Context: an optimization exercise on an open-source flow, tuned for small area, a short achievable clock period and few clock cycles per item. The choices shown serve that exercise and are no tape-out recipe. At most, simulation tests tie the RTL to the original design; equivalence was not proved.

==> inputs of job 9082 <==
Design cartesian_to_spherical_core, start of the top module:
module cartesian_to_spherical_core #(
  parameter int unsigned COORD_WIDTH   = 24,
  parameter int unsigned ANGLE_WIDTH   = 16,
  parameter int unsigned CORDIC_STAGES = 16
) (
  input  wire logic                          clk_i,
  input  wire logic                          rst_ni,
  input  wire logic                          cart_valid_i,
  output      logic                          cart_ready_o,
  input  wire logic signed [COORD_WIDTH-1:0] cart_x_i,
  input  wire logic signed [COORD_WIDTH-1:0] cart_y_i,
  input  wire logic signed [COORD_WIDTH-1:0] cart_z_i,
  output      logic                          sph_valid_o,
  input  wire logic                          sph_ready_i,
  output      logic [ANGLE_WIDTH-1:0]        sph_theta_o,
  output      logic [ANGLE_WIDTH-1:0]        sph_psi_o,
  output      logic [COORD_WIDTH-1:0]        sph_radius_o,
  output      logic                          sph_zero_vector_o
);
  localparam int CW  = 24;
  localparam int AW  = 16;
  localparam int NR  = 16;                  
  localparam int NV  = 2 * NR + 4;          
  localparam int RW  = 2 * AW + CW + 1;     
  localparam int ST_IN = 0;                 
  localparam int ST_S1 = 1;                 
  localparam int ST_M1 = NR + 1;            
  localparam int ST_M2 = NR + 2;            
  localparam int ST_M3 = NR + 3;            
  localparam int ST_N1 = 2 * NR + 3;        
  logic          en;
  logic [NV-1:0] vld_q;
  ...
clock: 10.0 ns
lec_check: 0
abc_clock_period_in_ps: 2500
cap_margin: 20
core_margin: 2
core_utilization: 40
slew_margin: 20
standard.sh (not shown) runs the stock make flow with config.mk's settings and CLKGATE_MAP_FILE= SYNTH_SCRIPT=/design/flow/synth_recipe.tcl, a recipe that flattens the netlist after the stock synthesis.
==> flow/flow/run.sh <==
#!/bin/bash
# Standard layout with timing repair aimed at a shorter period than the
# clock constraint: the same constraint file, a larger setup margin.
set -euo pipefail
MARGIN=$(cat flow/margin.txt)
bash standard.sh SETUP_SLACK_MARGIN="$MARGIN" finish > flow_make.log 2>&1
==> flow/flow/margin.txt <==
7.0
==> job 2405 (differences from job 9082) <==
--- a/flow/design.v
+++ b/flow/design.v
@@ -128,15 +128,25 @@
   input  wire logic [W-1:0] a,
   input  wire logic [W-1:0] b,
   input  wire logic         ci,
   output      logic [W-1:0] s,
   output      logic         co
 );
   localparam int N = W + 1;           
-  localparam int L = $clog2(N);
+  function automatic int ceil_log2(int n);
+    int l;
+    l = 0;
+    for (int k = 0; k < 31; k = k + 1) begin
+      if ((1 << l) < n) begin
+        l = l + 1;
+      end
+    end
+    ceil_log2 = l;
+  endfunction
+  localparam int L = ceil_log2(N);
   logic [2*L:0][N-1:0] gg;
   logic [2*L:0][N-1:0] pp;
   assign gg[0] = {a & b, ci};
   assign pp[0] = {a ^ b, 1'b0};
   for (genvar l = 0; l < 2 * L; l++) begin : g_lvl
     for (genvar i = 0; i < N; i++) begin : g_bit
       localparam int U = (l < L) ? l : (2 * L - 1 - l);
@@ -323,22 +333,21 @@
   output      logic [ANGLE_WIDTH-1:0]        sph_psi_o,
   output      logic [COORD_WIDTH-1:0]        sph_radius_o,
   output      logic                          sph_zero_vector_o
 );
   localparam int CW  = 24;
   localparam int AW  = 16;
   localparam int NR  = 16;                  
-  localparam int NV  = 2 * NR + 4;          
+  localparam int NV  = 2 * NR + 3;          
   localparam int RW  = 2 * AW + CW + 1;     
   localparam int ST_IN = 0;                 
   localparam int ST_S1 = 1;                 
   localparam int ST_M1 = NR + 1;            
   localparam int ST_M2 = NR + 2;            
-  localparam int ST_M3 = NR + 3;            
-  localparam int ST_N1 = 2 * NR + 3;        
+  localparam int ST_N1 = 2 * NR + 2;        
   logic          en;
   logic [NV-1:0] vld_q;
   logic          out_vld_q, skid_vld_q, out_rdy, push;
   logic [RW-1:0] out_q, skid_q, res;
   assign en           = !skid_vld_q;
   assign cart_ready_o = en;
   assign out_rdy      = !out_vld_q || sph_ready_i;
@@ -430,94 +439,74 @@
       assign sb_in = s1_sb_q;
     end else begin : g_next
       assign a_in  = g_p1[k-1].a_out;
       assign b_in  = g_p1[k-1].b_out[BI-1:0];
       assign d_in  = g_p1[k-1].d_out;
       assign sb_in = g_p1[k-1].sb_out;
     end
-    if (k == NR - 1) begin : g_th
-      logic [31:0]   ang;
-      logic [AW-1:0] th_q;
-      c2s_angle_sum #(.OFS(32'd1 << 15)) u_th (.dir({!b_in[BI-1], d_in[k:1]}), .ang(ang));
-      always_ff @(posedge clk_i) begin
-        if (en) begin
-          th_q <= sb_in[0] ? '0 : {ang[31] ^ d_in[0], ang[30:16]};
-        end
-      end
-    end
     c2s_cordic_cell #(
       .K (k), .BI (BI), .BO (BO), .DI (k + 1), .SBW (CW + 2)
     ) u_cell (
       .clk_i (clk_i), .en_i (en),
       .a_i (a_in), .b_i (b_in), .dir_i (d_in), .sb_i (sb_in),
       .a_o (a_out), .b_o (b_out), .dir_o (d_out), .sb_o (sb_out)
     );
   end
   logic [32:0]   pa1;
+  logic [NR:0]   pd1;       
   logic [CW+1:0] psb1;
   logic [63:0]   m1_s, m1_c;
+  logic [31:0]   th_ang;
   logic [AW-1:0] theta;
   assign pa1  = g_p1[NR-1].a_out;
+  assign pd1  = g_p1[NR-1].d_out;
   assign psb1 = g_p1[NR-1].sb_out;
   c2s_kmul #(.OFS(64'd1 << 30)) u_m1 (.a(pa1), .s_o(m1_s), .c_o(m1_c));
-  assign theta = g_p1[NR-1].g_th.th_q;
+  c2s_angle_sum #(.OFS(32'd1 << 15)) u_th (.dir(pd1[NR:1]), .ang(th_ang));
+  assign theta = psb1[0] ? '0 : {th_ang[31] ^ pd1[0], th_ang[30:16]};
   logic [63:0]   m1_s_q, m1_c_q;
   logic [AW-1:0] m1_th_q;
   logic [CW:0]   m1_zm_q;   
   logic          m1_sz_q;   
   logic [1:0]    m1_f_q;    
-  logic [CW-1:0] zv;
+  logic signed [CW-1:0] zv;
   assign zv = psb1[CW+1:2];
   always_ff @(posedge clk_i) begin
     if (en) begin
       m1_s_q  <= m1_s;
       m1_c_q  <= m1_c;
       m1_th_q <= theta;
-      m1_zm_q <= zv[CW-1] ? -((CW+1)'($signed(zv))) : (CW+1)'(zv);
+      m1_zm_q <= zv[CW-1] ? -((CW+1)'(zv)) : (CW+1)'(zv);
       m1_sz_q <= zv[CW-1];
       m1_f_q  <= psb1[1:0];
     end
   end
-  logic [63:0]   m2_p;
-  logic          m2_co;
-  c2s_add #(.W(64)) u_m2 (.a(m1_s_q), .b(m1_c_q), .ci(1'b0), .s(m2_p), .co(m2_co));
-  logic [31:0]   m2_r_q;
-  logic [CW:0]   m2_zm_q;
-  logic          m2_sz_q;
-  logic [1:0]    m2_f_q;
-  logic [AW-1:0] m2_th_q;
-  always_ff @(posedge clk_i) begin
-    if (en) begin
-      m2_r_q  <= m2_p[62:31];
-      m2_zm_q <= m1_zm_q;
-      m2_sz_q <= m1_sz_q;
-      m2_f_q  <= m1_f_q;
-      m2_th_q <= m1_th_q;
-    end
-  end
-  logic          sz, flip2, d0b, co_a, co_u, co_v;
-  logic [32:0]   zabs, rr;
+  logic          sz, c31, flip2, d0b;
+  logic [32:0]   zabs, s_hi, c_hi;
+  logic [30:0]   lo_s;
   logic [32:0]   a1b, ub, vb;
-  assign sz    = m2_sz_q;
-  assign zabs  = {m2_zm_q, 8'd0};
-  assign rr    = {1'b0, m2_r_q};
-  assign flip2 = sz && !m2_f_q[0];
-  assign d0b   = !sz || m2_f_q[0];
-  c2s_add #(.W(33)) u_m3a (.a(rr), .b(zabs), .ci(1'b0), .s(a1b), .co(co_a));
-  c2s_add #(.W(33)) u_m3u (.a(rr), .b(~zabs), .ci(1'b1), .s(ub), .co(co_u));
-  c2s_add #(.W(33)) u_m3v (.a(zabs), .b(~rr), .ci(1'b1), .s(vb), .co(co_v));
+  assign sz    = m1_sz_q;
+  assign zabs  = {m1_zm_q, 8'd0};
+  assign s_hi  = m1_s_q[63:31];
+  assign c_hi  = m1_c_q[63:31];
+  assign flip2 = sz && !m1_f_q[0];
+  assign d0b   = !sz || m1_f_q[0];
+  c2s_add #(.W(31)) u_lo (.a(m1_s_q[30:0]), .b(m1_c_q[30:0]), .ci(1'b0), .s(lo_s), .co(c31));
+  c2s_add3r #(.W(33)) u_m2a (.a(s_hi), .b(c_hi), .c(zabs), .c0(1'b0), .ci(c31), .s(a1b));
+  c2s_add3r #(.W(33)) u_m2u (.a(s_hi), .b(c_hi), .c(~zabs), .c0(1'b1), .ci(c31), .s(ub));
+  c2s_add3r #(.W(33)) u_m2v (.a(~s_hi), .b(~c_hi), .c(zabs), .c0(1'b1), .ci(!c31), .s(vb));
   logic [32:0]   m2_a_q, m2_b_q;
   logic [1:0]    m2_d_q;
   logic [AW:0]   m2_sb_q;   
   always_ff @(posedge clk_i) begin
     if (en) begin
       m2_a_q  <= a1b;
       m2_b_q  <= flip2 ? vb : ub;
       m2_d_q  <= {d0b, sz};
-      m2_sb_q <= {m2_th_q, m2_f_q[1]};
+      m2_sb_q <= {m1_th_q, m1_f_q[1]};
     end
   end
   for (genvar k = 1; k < NR; k++) begin : g_p2
     localparam int BI = c2s_pkg::b_width(k);
     localparam int BO = (k == NR - 1) ? 0 : c2s_pkg::b_width(k + 1);
     localparam int BOW = (BO > 0) ? BO : 1;
     logic [32:0]    a_in;
@@ -535,41 +524,34 @@
       assign sb_in = m2_sb_q;
     end else begin : g_next
       assign a_in  = g_p2[k-1].a_out;
       assign b_in  = g_p2[k-1].b_out[BI-1:0];
       assign d_in  = g_p2[k-1].d_out;
       assign sb_in = g_p2[k-1].sb_out;
     end
-    if (k == NR - 1) begin : g_ps
-      logic [31:0] ang;
-      logic [31:0] ang_q;
-      c2s_angle_sum #(.OFS(32'd0)) u_ps (.dir({!b_in[BI-1], d_in[k:1]}), .ang(ang));
-      always_ff @(posedge clk_i) begin
-        if (en) begin
-          ang_q <= {ang[31] ^ d_in[0], ang[30:0]};
-        end
-      end
-    end
     c2s_cordic_cell #(
       .K (k), .BI (BI), .BO (BO), .DI (k + 1), .SBW (AW + 1)
     ) u_cell (
       .clk_i (clk_i), .en_i (en),
       .a_i (a_in), .b_i (b_in), .dir_i (d_in), .sb_i (sb_in),
       .a_o (a_out), .b_o (b_out), .dir_o (d_out), .sb_o (sb_out)
     );
   end
   logic [32:0]   pa2;
+  logic [NR:0]   pd2;       
   logic [AW:0]   psb2;
   logic [63:0]   n1_s, n1_c;
-  logic [31:0]   ps_ang;
+  logic [31:0]   ps_raw, ps_ang;
   logic [AW-1:0] ps_rnd, psi;
   assign pa2  = g_p2[NR-1].a_out;
+  assign pd2  = g_p2[NR-1].d_out;
   assign psb2 = g_p2[NR-1].sb_out;
   c2s_kmul #(.OFS((64'd1 << 30) + (64'd1 << 38))) u_m3 (.a(pa2), .s_o(n1_s), .c_o(n1_c));
-  assign ps_ang = g_p2[NR-1].g_ps.ang_q;
+  c2s_angle_sum #(.OFS(32'd0)) u_ps (.dir(pd2[NR:1]), .ang(ps_raw));
+  assign ps_ang = {ps_raw[31] ^ pd2[0], ps_raw[30:0]};
   assign ps_rnd = ps_ang[31:16] + AW'(ps_ang[15]);
   always_comb begin
     if (ps_ang[31] && ps_ang[30]) begin
       psi = '0;
     end else if (ps_ang[31] && (ps_ang[30:0] != '0)) begin
       psi = AW'(1) << (AW - 1);
     end else begin
==> flow/run.sh (new file) <==
#!/bin/bash
# synth_recipe.tcl (not shown) runs the flow's synth.tcl, then flattens the netlist and writes it again
# the make line also repeats each setting of config.mk as NAME=value (left out here)
make -C /OpenROAD-flow-scripts/flow DESIGN_CONFIG=/design/flow/config.mk WORK_HOME=/design/flow/orfs CLKGATE_MAP_FILE= SYNTH_SCRIPT=/design/flow/synth_recipe.tcl finish
--- a/flow/config.mk
+++ b/flow/config.mk
@@ -5,8 +5,9 @@
 export SDC_FILE = /design/flow/constraint.sdc
 export NUM_CORES = 4
 export LEC_CHECK = 0
 export ABC_CLOCK_PERIOD_IN_PS = 2500
 export CAP_MARGIN = 20
 export CORE_MARGIN = 2
 export CORE_UTILIZATION = 40
+export SETUP_SLACK_MARGIN = 5
 export SLEW_MARGIN = 20
removed: flow/flow/run.sh
removed: flow/flow/margin.txt
removed: flow/standard.sh
==> job 1739 (differences from job 9082) <==
--- a/flow/design.v
+++ b/flow/design.v
@@ -323,22 +323,21 @@
   output      logic [ANGLE_WIDTH-1:0]        sph_psi_o,
   output      logic [COORD_WIDTH-1:0]        sph_radius_o,
   output      logic                          sph_zero_vector_o
 );
   localparam int CW  = 24;
   localparam int AW  = 16;
   localparam int NR  = 16;                  
-  localparam int NV  = 2 * NR + 4;          
+  localparam int NV  = 2 * NR + 3;          
   localparam int RW  = 2 * AW + CW + 1;     
   localparam int ST_IN = 0;                 
   localparam int ST_S1 = 1;                 
   localparam int ST_M1 = NR + 1;            
   localparam int ST_M2 = NR + 2;            
-  localparam int ST_M3 = NR + 3;            
-  localparam int ST_N1 = 2 * NR + 3;        
+  localparam int ST_N1 = 2 * NR + 2;        
   logic          en;
   logic [NV-1:0] vld_q;
   logic          out_vld_q, skid_vld_q, out_rdy, push;
   logic [RW-1:0] out_q, skid_q, res;
   assign en           = !skid_vld_q;
   assign cart_ready_o = en;
   assign out_rdy      = !out_vld_q || sph_ready_i;
@@ -430,40 +429,34 @@
       assign sb_in = s1_sb_q;
     end else begin : g_next
       assign a_in  = g_p1[k-1].a_out;
       assign b_in  = g_p1[k-1].b_out[BI-1:0];
       assign d_in  = g_p1[k-1].d_out;
       assign sb_in = g_p1[k-1].sb_out;
     end
-    if (k == NR - 1) begin : g_th
-      logic [31:0]   ang;
-      logic [AW-1:0] th_q;
-      c2s_angle_sum #(.OFS(32'd1 << 15)) u_th (.dir({!b_in[BI-1], d_in[k:1]}), .ang(ang));
-      always_ff @(posedge clk_i) begin
-        if (en) begin
-          th_q <= sb_in[0] ? '0 : {ang[31] ^ d_in[0], ang[30:16]};
-        end
-      end
-    end
     c2s_cordic_cell #(
       .K (k), .BI (BI), .BO (BO), .DI (k + 1), .SBW (CW + 2)
     ) u_cell (
       .clk_i (clk_i), .en_i (en),
       .a_i (a_in), .b_i (b_in), .dir_i (d_in), .sb_i (sb_in),
       .a_o (a_out), .b_o (b_out), .dir_o (d_out), .sb_o (sb_out)
     );
   end
   logic [32:0]   pa1;
+  logic [NR:0]   pd1;       
   logic [CW+1:0] psb1;
   logic [63:0]   m1_s, m1_c;
+  logic [31:0]   th_ang;
   logic [AW-1:0] theta;
   assign pa1  = g_p1[NR-1].a_out;
+  assign pd1  = g_p1[NR-1].d_out;
   assign psb1 = g_p1[NR-1].sb_out;
   c2s_kmul #(.OFS(64'd1 << 30)) u_m1 (.a(pa1), .s_o(m1_s), .c_o(m1_c));
-  assign theta = g_p1[NR-1].g_th.th_q;
+  c2s_angle_sum #(.OFS(32'd1 << 15)) u_th (.dir(pd1[NR:1]), .ang(th_ang));
+  assign theta = psb1[0] ? '0 : {th_ang[31] ^ pd1[0], th_ang[30:16]};
   logic [63:0]   m1_s_q, m1_c_q;
   logic [AW-1:0] m1_th_q;
   logic [CW:0]   m1_zm_q;   
   logic          m1_sz_q;   
   logic [1:0]    m1_f_q;    
   logic [CW-1:0] zv;
   assign zv = psb1[CW+1:2];
@@ -473,51 +466,37 @@
       m1_c_q  <= m1_c;
       m1_th_q <= theta;
       m1_zm_q <= zv[CW-1] ? -((CW+1)'($signed(zv))) : (CW+1)'(zv);
       m1_sz_q <= zv[CW-1];
       m1_f_q  <= psb1[1:0];
     end
   end
-  logic [63:0]   m2_p;
-  logic          m2_co;
-  c2s_add #(.W(64)) u_m2 (.a(m1_s_q), .b(m1_c_q), .ci(1'b0), .s(m2_p), .co(m2_co));
-  logic [31:0]   m2_r_q;
-  logic [CW:0]   m2_zm_q;
-  logic          m2_sz_q;
-  logic [1:0]    m2_f_q;
-  logic [AW-1:0] m2_th_q;
-  always_ff @(posedge clk_i) begin
-    if (en) begin
-      m2_r_q  <= m2_p[62:31];
-      m2_zm_q <= m1_zm_q;
-      m2_sz_q <= m1_sz_q;
-      m2_f_q  <= m1_f_q;
-      m2_th_q <= m1_th_q;
-    end
-  end
-  logic          sz, flip2, d0b, co_a, co_u, co_v;
-  logic [32:0]   zabs, rr;
+  logic          sz, c31, flip2, d0b;
+  logic [32:0]   zabs, s_hi, c_hi;
+  logic [30:0]   lo_s;
   logic [32:0]   a1b, ub, vb;
-  assign sz    = m2_sz_q;
-  assign zabs  = {m2_zm_q, 8'd0};
-  assign rr    = {1'b0, m2_r_q};
-  assign flip2 = sz && !m2_f_q[0];
-  assign d0b   = !sz || m2_f_q[0];
-  c2s_add #(.W(33)) u_m3a (.a(rr), .b(zabs), .ci(1'b0), .s(a1b), .co(co_a));
-  c2s_add #(.W(33)) u_m3u (.a(rr), .b(~zabs), .ci(1'b1), .s(ub), .co(co_u));
-  c2s_add #(.W(33)) u_m3v (.a(zabs), .b(~rr), .ci(1'b1), .s(vb), .co(co_v));
+  assign sz    = m1_sz_q;
+  assign zabs  = {m1_zm_q, 8'd0};
+  assign s_hi  = m1_s_q[63:31];
+  assign c_hi  = m1_c_q[63:31];
+  assign flip2 = sz && !m1_f_q[0];
+  assign d0b   = !sz || m1_f_q[0];
+  c2s_add #(.W(31)) u_lo (.a(m1_s_q[30:0]), .b(m1_c_q[30:0]), .ci(1'b0), .s(lo_s), .co(c31));
+  c2s_add3r #(.W(33)) u_m2a (.a(s_hi), .b(c_hi), .c(zabs), .c0(1'b0), .ci(c31), .s(a1b));
+  c2s_add3r #(.W(33)) u_m2u (.a(s_hi), .b(c_hi), .c(~zabs), .c0(1'b1), .ci(c31), .s(ub));
+  c2s_add3r #(.W(33)) u_m2v (.a(~s_hi), .b(~c_hi), .c(zabs), .c0(1'b1), .ci(!c31), .s(vb));
   logic [32:0]   m2_a_q, m2_b_q;
   logic [1:0]    m2_d_q;
   logic [AW:0]   m2_sb_q;   
   always_ff @(posedge clk_i) begin
     if (en) begin
       m2_a_q  <= a1b;
       m2_b_q  <= flip2 ? vb : ub;
       m2_d_q  <= {d0b, sz};
-      m2_sb_q <= {m2_th_q, m2_f_q[1]};
+      m2_sb_q <= {m1_th_q, m1_f_q[1]};
     end
   end
   for (genvar k = 1; k < NR; k++) begin : g_p2
     localparam int BI = c2s_pkg::b_width(k);
     localparam int BO = (k == NR - 1) ? 0 : c2s_pkg::b_width(k + 1);
     localparam int BOW = (BO > 0) ? BO : 1;
     logic [32:0]    a_in;
@@ -535,41 +514,34 @@
       assign sb_in = m2_sb_q;
     end else begin : g_next
       assign a_in  = g_p2[k-1].a_out;
       assign b_in  = g_p2[k-1].b_out[BI-1:0];
       assign d_in  = g_p2[k-1].d_out;
       assign sb_in = g_p2[k-1].sb_out;
     end
-    if (k == NR - 1) begin : g_ps
-      logic [31:0] ang;
-      logic [31:0] ang_q;
-      c2s_angle_sum #(.OFS(32'd0)) u_ps (.dir({!b_in[BI-1], d_in[k:1]}), .ang(ang));
-      always_ff @(posedge clk_i) begin
-        if (en) begin
-          ang_q <= {ang[31] ^ d_in[0], ang[30:0]};
-        end
-      end
-    end
     c2s_cordic_cell #(
       .K (k), .BI (BI), .BO (BO), .DI (k + 1), .SBW (AW + 1)
     ) u_cell (
       .clk_i (clk_i), .en_i (en),
       .a_i (a_in), .b_i (b_in), .dir_i (d_in), .sb_i (sb_in),
       .a_o (a_out), .b_o (b_out), .dir_o (d_out), .sb_o (sb_out)
     );
   end
   logic [32:0]   pa2;
+  logic [NR:0]   pd2;       
   logic [AW:0]   psb2;
   logic [63:0]   n1_s, n1_c;
-  logic [31:0]   ps_ang;
+  logic [31:0]   ps_raw, ps_ang;
   logic [AW-1:0] ps_rnd, psi;
   assign pa2  = g_p2[NR-1].a_out;
+  assign pd2  = g_p2[NR-1].d_out;
   assign psb2 = g_p2[NR-1].sb_out;
   c2s_kmul #(.OFS((64'd1 << 30) + (64'd1 << 38))) u_m3 (.a(pa2), .s_o(n1_s), .c_o(n1_c));
-  assign ps_ang = g_p2[NR-1].g_ps.ang_q;
+  c2s_angle_sum #(.OFS(32'd0)) u_ps (.dir(pd2[NR:1]), .ang(ps_raw));
+  assign ps_ang = {ps_raw[31] ^ pd2[0], ps_raw[30:0]};
   assign ps_rnd = ps_ang[31:16] + AW'(ps_ang[15]);
   always_comb begin
     if (ps_ang[31] && ps_ang[30]) begin
       psi = '0;
     end else if (ps_ang[31] && (ps_ang[30:0] != '0)) begin
       psi = AW'(1) << (AW - 1);
     end else begin
==> flow/run.sh (new file) <==
#!/bin/bash
# synth_recipe.tcl (not shown) runs the flow's synth.tcl, then flattens the netlist and writes it again
# the make line also repeats each setting of config.mk as NAME=value (left out here)
make -C /OpenROAD-flow-scripts/flow DESIGN_CONFIG=/design/flow/config.mk WORK_HOME=/design/flow/orfs CLKGATE_MAP_FILE= SYNTH_SCRIPT=/design/flow/synth_recipe.tcl finish
--- a/flow/config.mk
+++ b/flow/config.mk
@@ -5,8 +5,9 @@
 export SDC_FILE = /design/flow/constraint.sdc
 export NUM_CORES = 4
 export LEC_CHECK = 0
 export ABC_CLOCK_PERIOD_IN_PS = 2500
 export CAP_MARGIN = 20
 export CORE_MARGIN = 2
 export CORE_UTILIZATION = 40
+export SETUP_SLACK_MARGIN = 5
 export SLEW_MARGIN = 20
removed: flow/flow/run.sh
removed: flow/flow/margin.txt
removed: flow/standard.sh
==> summary of the runs <==
- In job 1739 the routed wire length is lower than in job 9082, by 14%.
- In job 9082 the cell area is larger than in job 1739, by 16%.
- The highest first-iteration DRC count belongs to job 9082, the lowest to job 1739.
- The highest hold slack belongs to job 2405, the lowest to job 9082.
- Utilization: job 2405 < job 1739 < job 9082.
- The lowest via count belongs to job 1739, the highest to job 9082.
- Fmax: job 9082 > job 2405 > job 1739.
Testbench counts of job 2405, summed over its fixed seeds: cycles 8,480, items 8,192.
Only the layout flow was run in job 9082 and job 1739; the RTL was not checked for function there.

==> separate check: timing with driven ports <==
How much do the figures lean on ideal ports? The routed layouts below were timed once more, with nothing changed but the port constraints. Step 1, drivers: a clkbuf_16 drives clk_i and a buf_2 each remaining input, both assumed. Step 2 adds t to the input delays and takes it off the output delays; t is the mean of the earliest and latest rising clock arrival at the registers after step 1. Input paths then give back, and output paths get back, about the clock's delay inside the block. Slacks: no drivers / after step 1 / after step 2; pairs: no drivers / after step 1.
run	shift t [ns]	slack for setup (ns)	worst setup path at the end	latest minus earliest clock arrival (ns)	pins driven straight from the clock port
job 9082	1.079	4.882 / 4.882 / 4.882	register to register	0.117 / 0.117	1
job 2405	1.050	4.049 / 4.049 / 4.049	register to register	0.108 / 0.108	1
job 1739	1.075	3.724 / 3.724 / 3.724	register to register	0.131 / 0.131	1
After both steps setup and hold are still met in every run listed.
